This design comes from an exercise in tuning for small area, a short achievable clock period and few clock cycles per item on the open sky130 flow, not from production work.
Function was checked by simulation only, so behaviour that the tests miss may differ from the original.

==> run a: inputs <==
==> flow/design.v (excerpt) <==
module sub_bytes_iter #(
    parameter int unsigned LANES = 16
) (
    input  logic                   clk_i,
    input  logic                   rst_n_i,
    input  logic                   valid_i,
    output logic                   ready_o,
    input  logic [aes_pkg::AES_BLOCK_W-1:0] data_i,
    input  logic                   inv_i,
    output logic                   valid_o,
    input  logic                   ready_i,
    output logic [aes_pkg::AES_BLOCK_W-1:0] data_o
);
    localparam int unsigned W     = aes_pkg::AES_BLOCK_W;
    localparam int unsigned NBYTE = aes_pkg::AES_BYTES;
    localparam int unsigned NINV  = 8;     
    logic         in_inv;
    assign in_inv = inv_i;
    logic            s_v, a_v, b_v;
    logic            s_inv, a_inv;
    logic [NINV-1:0] b_inv_n, a_inv_n;
    logic [W-1:0]    y_n, s_d, a_d, b_d, sb_n;
    for (genvar k = 0; k < NBYTE; k++) begin : g_byte
        sbox_pre u_pre (
  ...
==> module sbox_pre, before the edit <==
module sbox_pre (
    input  logic [7:0] x,
    input  logic       inv,
    output logic [7:0] y_n
);
    logic n1_l, n2_l, n3_l, n4_l, n5_l, n6_l, n7_l, n8_l;
    logic n9_l, n10_l, n11_l, n12_l, n13_l, n14_l, n15_l, n16_l;
    logic n17_l, n18_l, n19_y, n20_i, n21_y, n22_i, n23_y, n24_i;
    logic n25_y, n26_i, n27_y, n28_i, n29_y, n30_i, n31_y, n32_i;
    logic n33_y;
    g_xor2 u0 (.a(x[6]), .b(x[0]), .y(n1_l));
    g_xor2 u1 (.a(x[1]), .b(n1_l), .y(n2_l));
    g_xor2 u2 (.a(x[7]), .b(x[6]), .y(n3_l));
    g_xor2 u3 (.a(x[4]), .b(n3_l), .y(n4_l));
    g_xor2 u4 (.a(x[3]), .b(n2_l), .y(n5_l));
    g_xor2 u5 (.a(x[7]), .b(x[2]), .y(n6_l));
    g_xor2 u6 (.a(x[5]), .b(n6_l), .y(n7_l));
    g_xor2 u7 (.a(x[5]), .b(n2_l), .y(n8_l));
    g_xor2 u8 (.a(x[2]), .b(n5_l), .y(n9_l));
    g_xor2 u9 (.a(x[4]), .b(n8_l), .y(n10_l));
    g_xor2 u10 (.a(x[6]), .b(x[4]), .y(n11_l));
    g_xor2 u11 (.a(x[4]), .b(n7_l), .y(n12_l));
    g_xor2 u12 (.a(x[3]), .b(n4_l), .y(n13_l));
    g_xor2 u13 (.a(x[4]), .b(x[2]), .y(n14_l));
    g_xor2 u14 (.a(n1_l), .b(n14_l), .y(n15_l));
    g_xor2 u15 (.a(n5_l), .b(n15_l), .y(n16_l));
    g_xor2 u16 (.a(n12_l), .b(n15_l), .y(n17_l));
    g_xor2 u17 (.a(n2_l), .b(n13_l), .y(n18_l));
    g_mux2i u18 (.s(inv), .a0(n9_l), .a1(n10_l), .y(n19_y));
    g_inv u19 (.a(n3_l), .y(n20_i));
    g_mux2i u20 (.s(inv), .a0(n6_l), .a1(n20_i), .y(n21_y));
    g_inv u21 (.a(n11_l), .y(n22_i));
    g_mux2i u22 (.s(inv), .a0(n8_l), .a1(n22_i), .y(n23_y));
    g_inv u23 (.a(n5_l), .y(n24_i));
    g_mux2i u24 (.s(inv), .a0(n17_l), .a1(n24_i), .y(n25_y));
    g_inv u25 (.a(n16_l), .y(n26_i));
    g_mux2i u26 (.s(inv), .a0(n12_l), .a1(n26_i), .y(n27_y));
    g_inv u27 (.a(n13_l), .y(n28_i));
    g_mux2i u28 (.s(inv), .a0(n14_l), .a1(n28_i), .y(n29_y));
    g_inv u29 (.a(n4_l), .y(n30_i));
    g_mux2i u30 (.s(inv), .a0(n18_l), .a1(n30_i), .y(n31_y));
    g_inv u31 (.a(n7_l), .y(n32_i));
    g_mux2i u32 (.s(inv), .a0(x[0]), .a1(n32_i), .y(n33_y));
    assign y_n[0] = n19_y;
    assign y_n[1] = n21_y;
    assign y_n[2] = n23_y;
    assign y_n[3] = n25_y;
    assign y_n[4] = n27_y;
    assign y_n[5] = n29_y;
    assign y_n[6] = n31_y;
    assign y_n[7] = n33_y;
endmodule
==> flow/config.mk <==
export PLATFORM = sky130hd
export DESIGN_NAME = sub_bytes_iter
export DESIGN_NICKNAME = sub_bytes_iter
export VERILOG_FILES = /design/flow/design.v
export SDC_FILE = /design/flow/constraint.sdc
export NUM_CORES = 4
export LEC_CHECK = 0
export CAP_MARGIN = 20
export CORE_MARGIN = 2
export CORE_UTILIZATION = 60
export SLEW_MARGIN = 20
export SYNTH_HIERARCHICAL = 1
==> flow/constraint.sdc <==
create_clock -name core_clock -period 17.0 [get_ports {clk_i}]
set_input_delay 3.4000 -clock core_clock [delete_from_list [all_inputs] [get_ports {clk_i}]]
set_output_delay 3.4000 -clock core_clock [all_outputs]
set_load 0.01 [all_outputs]
standard.sh (not shown) runs the stock make flow with config.mk's settings and CLKGATE_MAP_FILE= SYNTH_SCRIPT=/design/flow/synth_recipe.tcl, a recipe that flattens the netlist after the stock synthesis.
==> flow/flow/run.sh <==
#!/bin/bash
# Own layout flow: the standard layout (standard.sh) with its synthesis
# unchanged, then floorplan to final layout with
#  - timing repair aimed at a shorter cycle than the 17 ns clock
#    (SETUP_SLACK_MARGIN), so the layout reaches a short achieved period;
#  - buf_2 cells as the port buffers;
#  - the platform's don't-use cells plus the delay cells (clkdlybuf4s*,
#    dlygate*, dlymetal*), which repair otherwise picks as slow fanout buffers.
# The SDC, clock period and IO constraints are the standard flow's, untouched.
set -euo pipefail
cd "$(dirname "${BASH_SOURCE[0]}")/.."
DONT_USE="sky130_fd_sc_hd__probe_p_8 sky130_fd_sc_hd__probec_p_8 sky130_fd_sc_hd__lpflow_bleeder_1 sky130_fd_sc_hd__lpflow_clkbufkapwr_1 sky130_fd_sc_hd__lpflow_clkbufkapwr_16 sky130_fd_sc_hd__lpflow_clkbufkapwr_2 sky130_fd_sc_hd__lpflow_clkbufkapwr_4 sky130_fd_sc_hd__lpflow_clkbufkapwr_8 sky130_fd_sc_hd__lpflow_clkinvkapwr_1 sky130_fd_sc_hd__lpflow_clkinvkapwr_16 sky130_fd_sc_hd__lpflow_clkinvkapwr_2 sky130_fd_sc_hd__lpflow_clkinvkapwr_4 sky130_fd_sc_hd__lpflow_clkinvkapwr_8 sky130_fd_sc_hd__lpflow_decapkapwr_12 sky130_fd_sc_hd__lpflow_decapkapwr_3 sky130_fd_sc_hd__lpflow_decapkapwr_4 sky130_fd_sc_hd__lpflow_decapkapwr_6 sky130_fd_sc_hd__lpflow_decapkapwr_8 sky130_fd_sc_hd__lpflow_inputiso0n_1 sky130_fd_sc_hd__lpflow_inputiso0p_1 sky130_fd_sc_hd__lpflow_inputiso1n_1 sky130_fd_sc_hd__lpflow_inputiso1p_1 sky130_fd_sc_hd__lpflow_inputisolatch_1 sky130_fd_sc_hd__lpflow_isobufsrc_1 sky130_fd_sc_hd__lpflow_isobufsrc_16 sky130_fd_sc_hd__lpflow_isobufsrc_2 sky130_fd_sc_hd__lpflow_isobufsrc_4 sky130_fd_sc_hd__lpflow_isobufsrc_8 sky130_fd_sc_hd__lpflow_isobufsrckapwr_16 sky130_fd_sc_hd__lpflow_lsbuf_lh_hl_isowell_tap_1 sky130_fd_sc_hd__lpflow_lsbuf_lh_hl_isowell_tap_2 sky130_fd_sc_hd__lpflow_lsbuf_lh_hl_isowell_tap_4 sky130_fd_sc_hd__lpflow_lsbuf_lh_isowell_4 sky130_fd_sc_hd__lpflow_lsbuf_lh_isowell_tap_1 sky130_fd_sc_hd__lpflow_lsbuf_lh_isowell_tap_2 sky130_fd_sc_hd__lpflow_lsbuf_lh_isowell_tap_4 sky130_fd_sc_hd__fill_1 sky130_fd_sc_hd__fill_2 sky130_fd_sc_hd__fill_4 sky130_fd_sc_hd__fill_8  sky130_fd_sc_hd__clkdlybuf4s15_1 sky130_fd_sc_hd__clkdlybuf4s15_2 sky130_fd_sc_hd__clkdlybuf4s18_1 sky130_fd_sc_hd__clkdlybuf4s18_2 sky130_fd_sc_hd__clkdlybuf4s25_1 sky130_fd_sc_hd__clkdlybuf4s25_2 sky130_fd_sc_hd__clkdlybuf4s50_1 sky130_fd_sc_hd__clkdlybuf4s50_2 sky130_fd_sc_hd__dlygate4sd1_1 sky130_fd_sc_hd__dlygate4sd2_1 sky130_fd_sc_hd__dlygate4sd3_1 sky130_fd_sc_hd__dlymetal6s2s_1 sky130_fd_sc_hd__dlymetal6s4s_1 sky130_fd_sc_hd__dlymetal6s6s_1"
bash standard.sh synth > flow_synth.log 2>&1
bash standard.sh SETUP_SLACK_MARGIN=11.8 \
    "BUFFER_PORTS_ARGS=-buffer_cell sky130_fd_sc_hd__buf_2" \
    "DONT_USE_CELLS=$DONT_USE" finish > flow_layout.log 2>&1
==> inputs of run b, as changes to run a <==
--- a/flow/design.v
+++ b/flow/design.v
@@ -52,50 +52,42 @@
 );
     logic n1_l, n2_l, n3_l, n4_l, n5_l, n6_l, n7_l, n8_l;
     logic n9_l, n10_l, n11_l, n12_l, n13_l, n14_l, n15_l, n16_l;
-    logic n17_l, n18_l, n19_y, n20_i, n21_y, n22_i, n23_y, n24_i;
-    logic n25_y, n26_i, n27_y, n28_i, n29_y, n30_i, n31_y, n32_i;
-    logic n33_y;
+    logic n17_l, n18_l, n19_y, n20_y, n21_y, n22_y, n23_y, n24_y;
+    logic n25_y, n26_y;
     g_xor2 u0 (.a(x[6]), .b(x[0]), .y(n1_l));
     g_xor2 u1 (.a(x[1]), .b(n1_l), .y(n2_l));
-    g_xor2 u2 (.a(x[7]), .b(x[6]), .y(n3_l));
+    g_xnor2 u2 (.a(x[7]), .b(x[6]), .y(n3_l));
     g_xor2 u3 (.a(x[4]), .b(n3_l), .y(n4_l));
-    g_xor2 u4 (.a(x[3]), .b(n2_l), .y(n5_l));
+    g_xnor2 u4 (.a(x[3]), .b(n2_l), .y(n5_l));
     g_xor2 u5 (.a(x[7]), .b(x[2]), .y(n6_l));
-    g_xor2 u6 (.a(x[5]), .b(n6_l), .y(n7_l));
+    g_xnor2 u6 (.a(x[5]), .b(n6_l), .y(n7_l));
     g_xor2 u7 (.a(x[5]), .b(n2_l), .y(n8_l));
-    g_xor2 u8 (.a(x[2]), .b(n5_l), .y(n9_l));
+    g_xnor2 u8 (.a(x[2]), .b(n5_l), .y(n9_l));
     g_xor2 u9 (.a(x[4]), .b(n8_l), .y(n10_l));
-    g_xor2 u10 (.a(x[6]), .b(x[4]), .y(n11_l));
-    g_xor2 u11 (.a(x[4]), .b(n7_l), .y(n12_l));
+    g_xnor2 u10 (.a(x[6]), .b(x[4]), .y(n11_l));
+    g_xnor2 u11 (.a(x[4]), .b(n7_l), .y(n12_l));
     g_xor2 u12 (.a(x[3]), .b(n4_l), .y(n13_l));
     g_xor2 u13 (.a(x[4]), .b(x[2]), .y(n14_l));
     g_xor2 u14 (.a(n1_l), .b(n14_l), .y(n15_l));
     g_xor2 u15 (.a(n5_l), .b(n15_l), .y(n16_l));
     g_xor2 u16 (.a(n12_l), .b(n15_l), .y(n17_l));
-    g_xor2 u17 (.a(n2_l), .b(n13_l), .y(n18_l));
+    g_xnor2 u17 (.a(n2_l), .b(n13_l), .y(n18_l));
     g_mux2i u18 (.s(inv), .a0(n9_l), .a1(n10_l), .y(n19_y));
-    g_inv u19 (.a(n3_l), .y(n20_i));
-    g_mux2i u20 (.s(inv), .a0(n6_l), .a1(n20_i), .y(n21_y));
-    g_inv u21 (.a(n11_l), .y(n22_i));
-    g_mux2i u22 (.s(inv), .a0(n8_l), .a1(n22_i), .y(n23_y));
-    g_inv u23 (.a(n5_l), .y(n24_i));
-    g_mux2i u24 (.s(inv), .a0(n17_l), .a1(n24_i), .y(n25_y));
-    g_inv u25 (.a(n16_l), .y(n26_i));
-    g_mux2i u26 (.s(inv), .a0(n12_l), .a1(n26_i), .y(n27_y));
-    g_inv u27 (.a(n13_l), .y(n28_i));
-    g_mux2i u28 (.s(inv), .a0(n14_l), .a1(n28_i), .y(n29_y));
-    g_inv u29 (.a(n4_l), .y(n30_i));
-    g_mux2i u30 (.s(inv), .a0(n18_l), .a1(n30_i), .y(n31_y));
-    g_inv u31 (.a(n7_l), .y(n32_i));
-    g_mux2i u32 (.s(inv), .a0(x[0]), .a1(n32_i), .y(n33_y));
+    g_mux2i u19 (.s(inv), .a0(n6_l), .a1(n3_l), .y(n20_y));
+    g_mux2i u20 (.s(inv), .a0(n8_l), .a1(n11_l), .y(n21_y));
+    g_mux2i u21 (.s(inv), .a0(n17_l), .a1(n5_l), .y(n22_y));
+    g_mux2i u22 (.s(inv), .a0(n12_l), .a1(n16_l), .y(n23_y));
+    g_mux2i u23 (.s(inv), .a0(n14_l), .a1(n13_l), .y(n24_y));
+    g_mux2i u24 (.s(inv), .a0(n18_l), .a1(n4_l), .y(n25_y));
+    g_mux2i u25 (.s(inv), .a0(x[0]), .a1(n7_l), .y(n26_y));
     assign y_n[0] = n19_y;
-    assign y_n[1] = n21_y;
-    assign y_n[2] = n23_y;
-    assign y_n[3] = n25_y;
-    assign y_n[4] = n27_y;
-    assign y_n[5] = n29_y;
-    assign y_n[6] = n31_y;
-    assign y_n[7] = n33_y;
+    assign y_n[1] = n20_y;
+    assign y_n[2] = n21_y;
+    assign y_n[3] = n22_y;
+    assign y_n[4] = n23_y;
+    assign y_n[5] = n24_y;
+    assign y_n[6] = n25_y;
+    assign y_n[7] = n26_y;
 endmodule
 module sbox_core (
     input  logic [7:0] y_n,
==> flow/flow/run.sh (replaced) <==
#!/bin/bash
# Own layout flow: the standard layout (standard.sh) with its synthesis
# unchanged, then floorplan to final layout with
#  - timing repair aimed at a shorter cycle than the 17 ns clock
#    (SETUP_SLACK_MARGIN), so the layout reaches a short achieved period;
#  - buf_1 cells as the port buffers (repair resizes them where timing needs);
#  - the platform's don't-use cells plus the delay cells (clkdlybuf4s*,
#    dlygate*, dlymetal*), which repair otherwise picks as slow fanout buffers.
# The SDC, clock period and IO constraints are the standard flow's, untouched.
set -euo pipefail
cd "$(dirname "${BASH_SOURCE[0]}")/.."
DONT_USE="sky130_fd_sc_hd__probe_p_8 sky130_fd_sc_hd__probec_p_8 sky130_fd_sc_hd__lpflow_bleeder_1 sky130_fd_sc_hd__lpflow_clkbufkapwr_1 sky130_fd_sc_hd__lpflow_clkbufkapwr_16 sky130_fd_sc_hd__lpflow_clkbufkapwr_2 sky130_fd_sc_hd__lpflow_clkbufkapwr_4 sky130_fd_sc_hd__lpflow_clkbufkapwr_8 sky130_fd_sc_hd__lpflow_clkinvkapwr_1 sky130_fd_sc_hd__lpflow_clkinvkapwr_16 sky130_fd_sc_hd__lpflow_clkinvkapwr_2 sky130_fd_sc_hd__lpflow_clkinvkapwr_4 sky130_fd_sc_hd__lpflow_clkinvkapwr_8 sky130_fd_sc_hd__lpflow_decapkapwr_12 sky130_fd_sc_hd__lpflow_decapkapwr_3 sky130_fd_sc_hd__lpflow_decapkapwr_4 sky130_fd_sc_hd__lpflow_decapkapwr_6 sky130_fd_sc_hd__lpflow_decapkapwr_8 sky130_fd_sc_hd__lpflow_inputiso0n_1 sky130_fd_sc_hd__lpflow_inputiso0p_1 sky130_fd_sc_hd__lpflow_inputiso1n_1 sky130_fd_sc_hd__lpflow_inputiso1p_1 sky130_fd_sc_hd__lpflow_inputisolatch_1 sky130_fd_sc_hd__lpflow_isobufsrc_1 sky130_fd_sc_hd__lpflow_isobufsrc_16 sky130_fd_sc_hd__lpflow_isobufsrc_2 sky130_fd_sc_hd__lpflow_isobufsrc_4 sky130_fd_sc_hd__lpflow_isobufsrc_8 sky130_fd_sc_hd__lpflow_isobufsrckapwr_16 sky130_fd_sc_hd__lpflow_lsbuf_lh_hl_isowell_tap_1 sky130_fd_sc_hd__lpflow_lsbuf_lh_hl_isowell_tap_2 sky130_fd_sc_hd__lpflow_lsbuf_lh_hl_isowell_tap_4 sky130_fd_sc_hd__lpflow_lsbuf_lh_isowell_4 sky130_fd_sc_hd__lpflow_lsbuf_lh_isowell_tap_1 sky130_fd_sc_hd__lpflow_lsbuf_lh_isowell_tap_2 sky130_fd_sc_hd__lpflow_lsbuf_lh_isowell_tap_4 sky130_fd_sc_hd__fill_1 sky130_fd_sc_hd__fill_2 sky130_fd_sc_hd__fill_4 sky130_fd_sc_hd__fill_8  sky130_fd_sc_hd__clkdlybuf4s15_1 sky130_fd_sc_hd__clkdlybuf4s15_2 sky130_fd_sc_hd__clkdlybuf4s18_1 sky130_fd_sc_hd__clkdlybuf4s18_2 sky130_fd_sc_hd__clkdlybuf4s25_1 sky130_fd_sc_hd__clkdlybuf4s25_2 sky130_fd_sc_hd__clkdlybuf4s50_1 sky130_fd_sc_hd__clkdlybuf4s50_2 sky130_fd_sc_hd__dlygate4sd1_1 sky130_fd_sc_hd__dlygate4sd2_1 sky130_fd_sc_hd__dlygate4sd3_1 sky130_fd_sc_hd__dlymetal6s2s_1 sky130_fd_sc_hd__dlymetal6s4s_1 sky130_fd_sc_hd__dlymetal6s6s_1"
bash standard.sh synth > flow_synth.log 2>&1
bash standard.sh SETUP_SLACK_MARGIN=11.8 \
    "BUFFER_PORTS_ARGS=-buffer_cell sky130_fd_sc_hd__buf_1" \
    "DONT_USE_CELLS=$DONT_USE" finish > flow_layout.log 2>&1
CORE_UTILIZATION = 70   (was 60)
CTS_CLUSTER_DIAMETER = 80   (was not set)
CTS_CLUSTER_SIZE = 30   (was not set)
PLACE_DENSITY = 0.75   (was not set)
==> inputs of run c, as changes to run a <==
--- a/flow/design.v
+++ b/flow/design.v
@@ -52,50 +52,42 @@
 );
     logic n1_l, n2_l, n3_l, n4_l, n5_l, n6_l, n7_l, n8_l;
     logic n9_l, n10_l, n11_l, n12_l, n13_l, n14_l, n15_l, n16_l;
-    logic n17_l, n18_l, n19_y, n20_i, n21_y, n22_i, n23_y, n24_i;
-    logic n25_y, n26_i, n27_y, n28_i, n29_y, n30_i, n31_y, n32_i;
-    logic n33_y;
+    logic n17_l, n18_l, n19_y, n20_y, n21_y, n22_y, n23_y, n24_y;
+    logic n25_y, n26_y;
     g_xor2 u0 (.a(x[6]), .b(x[0]), .y(n1_l));
     g_xor2 u1 (.a(x[1]), .b(n1_l), .y(n2_l));
-    g_xor2 u2 (.a(x[7]), .b(x[6]), .y(n3_l));
+    g_xnor2 u2 (.a(x[7]), .b(x[6]), .y(n3_l));
     g_xor2 u3 (.a(x[4]), .b(n3_l), .y(n4_l));
-    g_xor2 u4 (.a(x[3]), .b(n2_l), .y(n5_l));
+    g_xnor2 u4 (.a(x[3]), .b(n2_l), .y(n5_l));
     g_xor2 u5 (.a(x[7]), .b(x[2]), .y(n6_l));
-    g_xor2 u6 (.a(x[5]), .b(n6_l), .y(n7_l));
+    g_xnor2 u6 (.a(x[5]), .b(n6_l), .y(n7_l));
     g_xor2 u7 (.a(x[5]), .b(n2_l), .y(n8_l));
-    g_xor2 u8 (.a(x[2]), .b(n5_l), .y(n9_l));
+    g_xnor2 u8 (.a(x[2]), .b(n5_l), .y(n9_l));
     g_xor2 u9 (.a(x[4]), .b(n8_l), .y(n10_l));
-    g_xor2 u10 (.a(x[6]), .b(x[4]), .y(n11_l));
-    g_xor2 u11 (.a(x[4]), .b(n7_l), .y(n12_l));
+    g_xnor2 u10 (.a(x[6]), .b(x[4]), .y(n11_l));
+    g_xnor2 u11 (.a(x[4]), .b(n7_l), .y(n12_l));
     g_xor2 u12 (.a(x[3]), .b(n4_l), .y(n13_l));
     g_xor2 u13 (.a(x[4]), .b(x[2]), .y(n14_l));
     g_xor2 u14 (.a(n1_l), .b(n14_l), .y(n15_l));
     g_xor2 u15 (.a(n5_l), .b(n15_l), .y(n16_l));
     g_xor2 u16 (.a(n12_l), .b(n15_l), .y(n17_l));
-    g_xor2 u17 (.a(n2_l), .b(n13_l), .y(n18_l));
+    g_xnor2 u17 (.a(n2_l), .b(n13_l), .y(n18_l));
     g_mux2i u18 (.s(inv), .a0(n9_l), .a1(n10_l), .y(n19_y));
-    g_inv u19 (.a(n3_l), .y(n20_i));
-    g_mux2i u20 (.s(inv), .a0(n6_l), .a1(n20_i), .y(n21_y));
-    g_inv u21 (.a(n11_l), .y(n22_i));
-    g_mux2i u22 (.s(inv), .a0(n8_l), .a1(n22_i), .y(n23_y));
-    g_inv u23 (.a(n5_l), .y(n24_i));
-    g_mux2i u24 (.s(inv), .a0(n17_l), .a1(n24_i), .y(n25_y));
-    g_inv u25 (.a(n16_l), .y(n26_i));
-    g_mux2i u26 (.s(inv), .a0(n12_l), .a1(n26_i), .y(n27_y));
-    g_inv u27 (.a(n13_l), .y(n28_i));
-    g_mux2i u28 (.s(inv), .a0(n14_l), .a1(n28_i), .y(n29_y));
-    g_inv u29 (.a(n4_l), .y(n30_i));
-    g_mux2i u30 (.s(inv), .a0(n18_l), .a1(n30_i), .y(n31_y));
-    g_inv u31 (.a(n7_l), .y(n32_i));
-    g_mux2i u32 (.s(inv), .a0(x[0]), .a1(n32_i), .y(n33_y));
+    g_mux2i u19 (.s(inv), .a0(n6_l), .a1(n3_l), .y(n20_y));
+    g_mux2i u20 (.s(inv), .a0(n8_l), .a1(n11_l), .y(n21_y));
+    g_mux2i u21 (.s(inv), .a0(n17_l), .a1(n5_l), .y(n22_y));
+    g_mux2i u22 (.s(inv), .a0(n12_l), .a1(n16_l), .y(n23_y));
+    g_mux2i u23 (.s(inv), .a0(n14_l), .a1(n13_l), .y(n24_y));
+    g_mux2i u24 (.s(inv), .a0(n18_l), .a1(n4_l), .y(n25_y));
+    g_mux2i u25 (.s(inv), .a0(x[0]), .a1(n7_l), .y(n26_y));
     assign y_n[0] = n19_y;
-    assign y_n[1] = n21_y;
-    assign y_n[2] = n23_y;
-    assign y_n[3] = n25_y;
-    assign y_n[4] = n27_y;
-    assign y_n[5] = n29_y;
-    assign y_n[6] = n31_y;
-    assign y_n[7] = n33_y;
+    assign y_n[1] = n20_y;
+    assign y_n[2] = n21_y;
+    assign y_n[3] = n22_y;
+    assign y_n[4] = n23_y;
+    assign y_n[5] = n24_y;
+    assign y_n[6] = n25_y;
+    assign y_n[7] = n26_y;
 endmodule
 module sbox_core (
     input  logic [7:0] y_n,
==> flow/flow/run.sh (replaced) <==
#!/bin/bash
# Own layout flow: the standard layout (standard.sh) with its synthesis
# unchanged, then floorplan to final layout with
#  - timing repair aimed at a shorter cycle than the 17 ns clock
#    (SETUP_SLACK_MARGIN), so the layout reaches a short achieved period;
#  - buf_1 cells as the port buffers (repair resizes them where timing needs);
#  - the platform's don't-use cells plus the delay cells (clkdlybuf4s*,
#    dlygate*, dlymetal*), which repair otherwise picks as slow fanout buffers.
# The SDC, clock period and IO constraints are the standard flow's, untouched.
set -euo pipefail
cd "$(dirname "${BASH_SOURCE[0]}")/.."
DONT_USE="sky130_fd_sc_hd__probe_p_8 sky130_fd_sc_hd__probec_p_8 sky130_fd_sc_hd__lpflow_bleeder_1 sky130_fd_sc_hd__lpflow_clkbufkapwr_1 sky130_fd_sc_hd__lpflow_clkbufkapwr_16 sky130_fd_sc_hd__lpflow_clkbufkapwr_2 sky130_fd_sc_hd__lpflow_clkbufkapwr_4 sky130_fd_sc_hd__lpflow_clkbufkapwr_8 sky130_fd_sc_hd__lpflow_clkinvkapwr_1 sky130_fd_sc_hd__lpflow_clkinvkapwr_16 sky130_fd_sc_hd__lpflow_clkinvkapwr_2 sky130_fd_sc_hd__lpflow_clkinvkapwr_4 sky130_fd_sc_hd__lpflow_clkinvkapwr_8 sky130_fd_sc_hd__lpflow_decapkapwr_12 sky130_fd_sc_hd__lpflow_decapkapwr_3 sky130_fd_sc_hd__lpflow_decapkapwr_4 sky130_fd_sc_hd__lpflow_decapkapwr_6 sky130_fd_sc_hd__lpflow_decapkapwr_8 sky130_fd_sc_hd__lpflow_inputiso0n_1 sky130_fd_sc_hd__lpflow_inputiso0p_1 sky130_fd_sc_hd__lpflow_inputiso1n_1 sky130_fd_sc_hd__lpflow_inputiso1p_1 sky130_fd_sc_hd__lpflow_inputisolatch_1 sky130_fd_sc_hd__lpflow_isobufsrc_1 sky130_fd_sc_hd__lpflow_isobufsrc_16 sky130_fd_sc_hd__lpflow_isobufsrc_2 sky130_fd_sc_hd__lpflow_isobufsrc_4 sky130_fd_sc_hd__lpflow_isobufsrc_8 sky130_fd_sc_hd__lpflow_isobufsrckapwr_16 sky130_fd_sc_hd__lpflow_lsbuf_lh_hl_isowell_tap_1 sky130_fd_sc_hd__lpflow_lsbuf_lh_hl_isowell_tap_2 sky130_fd_sc_hd__lpflow_lsbuf_lh_hl_isowell_tap_4 sky130_fd_sc_hd__lpflow_lsbuf_lh_isowell_4 sky130_fd_sc_hd__lpflow_lsbuf_lh_isowell_tap_1 sky130_fd_sc_hd__lpflow_lsbuf_lh_isowell_tap_2 sky130_fd_sc_hd__lpflow_lsbuf_lh_isowell_tap_4 sky130_fd_sc_hd__fill_1 sky130_fd_sc_hd__fill_2 sky130_fd_sc_hd__fill_4 sky130_fd_sc_hd__fill_8  sky130_fd_sc_hd__clkdlybuf4s15_1 sky130_fd_sc_hd__clkdlybuf4s15_2 sky130_fd_sc_hd__clkdlybuf4s18_1 sky130_fd_sc_hd__clkdlybuf4s18_2 sky130_fd_sc_hd__clkdlybuf4s25_1 sky130_fd_sc_hd__clkdlybuf4s25_2 sky130_fd_sc_hd__clkdlybuf4s50_1 sky130_fd_sc_hd__clkdlybuf4s50_2 sky130_fd_sc_hd__dlygate4sd1_1 sky130_fd_sc_hd__dlygate4sd2_1 sky130_fd_sc_hd__dlygate4sd3_1 sky130_fd_sc_hd__dlymetal6s2s_1 sky130_fd_sc_hd__dlymetal6s4s_1 sky130_fd_sc_hd__dlymetal6s6s_1"
bash standard.sh synth > flow_synth.log 2>&1
bash standard.sh SETUP_SLACK_MARGIN=11.8 \
    "BUFFER_PORTS_ARGS=-buffer_cell sky130_fd_sc_hd__buf_1" \
    "DONT_USE_CELLS=$DONT_USE" finish > flow_layout.log 2>&1
CORE_UTILIZATION = 70   (was 60)
CTS_CLUSTER_DIAMETER = 120   (was not set)
CTS_CLUSTER_SIZE = 20   (was not set)
PLACE_DENSITY = 0.75   (was not set)
==> summary of the runs <==
- Run b went through all stages and came out clean. Run a finished with timing, DRC and antenna clean. Run c finished clean.
- Between run b and run c, the lower final area is in run c (gap 1.6%, measured against run c).
- Against run a, the sequential share of layout area of run c is higher by 1.2 points.
- In maximum frequency, run c and run b hardly differ.
- In run a the die area is larger than in run c, by 18%.
Testbench counts of run a, summed over its fixed seeds: cycles 1,616, items 1,600.
Testbench counts of run b, summed over its fixed seeds: cycles 1,616, items 1,600.
Testbench counts of run c, summed over its fixed seeds: cycles 1,616, items 1,600.

## what the ideal ports hide
How much do the figures lean on ideal ports? The routed layouts below were timed once more, with nothing changed but the port constraints. Step 1 assumes that a clkbuf_16 drives the clock port and a buf_2 every other input. Step 2 times the ports against the registers' clock, not the clock port: input delays grow and output delays shrink by t, the midpoint of the rising clock arrivals with the driver on. Slacks: ideal / step 1 / step 2; pairs: ideal / step 1.
run	t, ns	setup slack, ns	clock arrival spread, ns	slew at the worst register clock pin (ns)	worst data-port slew with drivers (ns)
run a	0.633	11.849 / 11.786 / 11.298	0.025 / 0.024	0.06 / 0.06	0.07
run b	0.610	11.875 / 11.816 / 11.346	0.022 / 0.022	0.08 / 0.08	0.08
run c	0.619	11.873 / 11.814 / 11.340	0.015 / 0.015	0.09 / 0.09	0.09
After both steps setup and hold are still met in every run listed. The setup slack of run a, which loses most, moves by -0.063 ns with the drivers and by -0.551 ns with both steps.
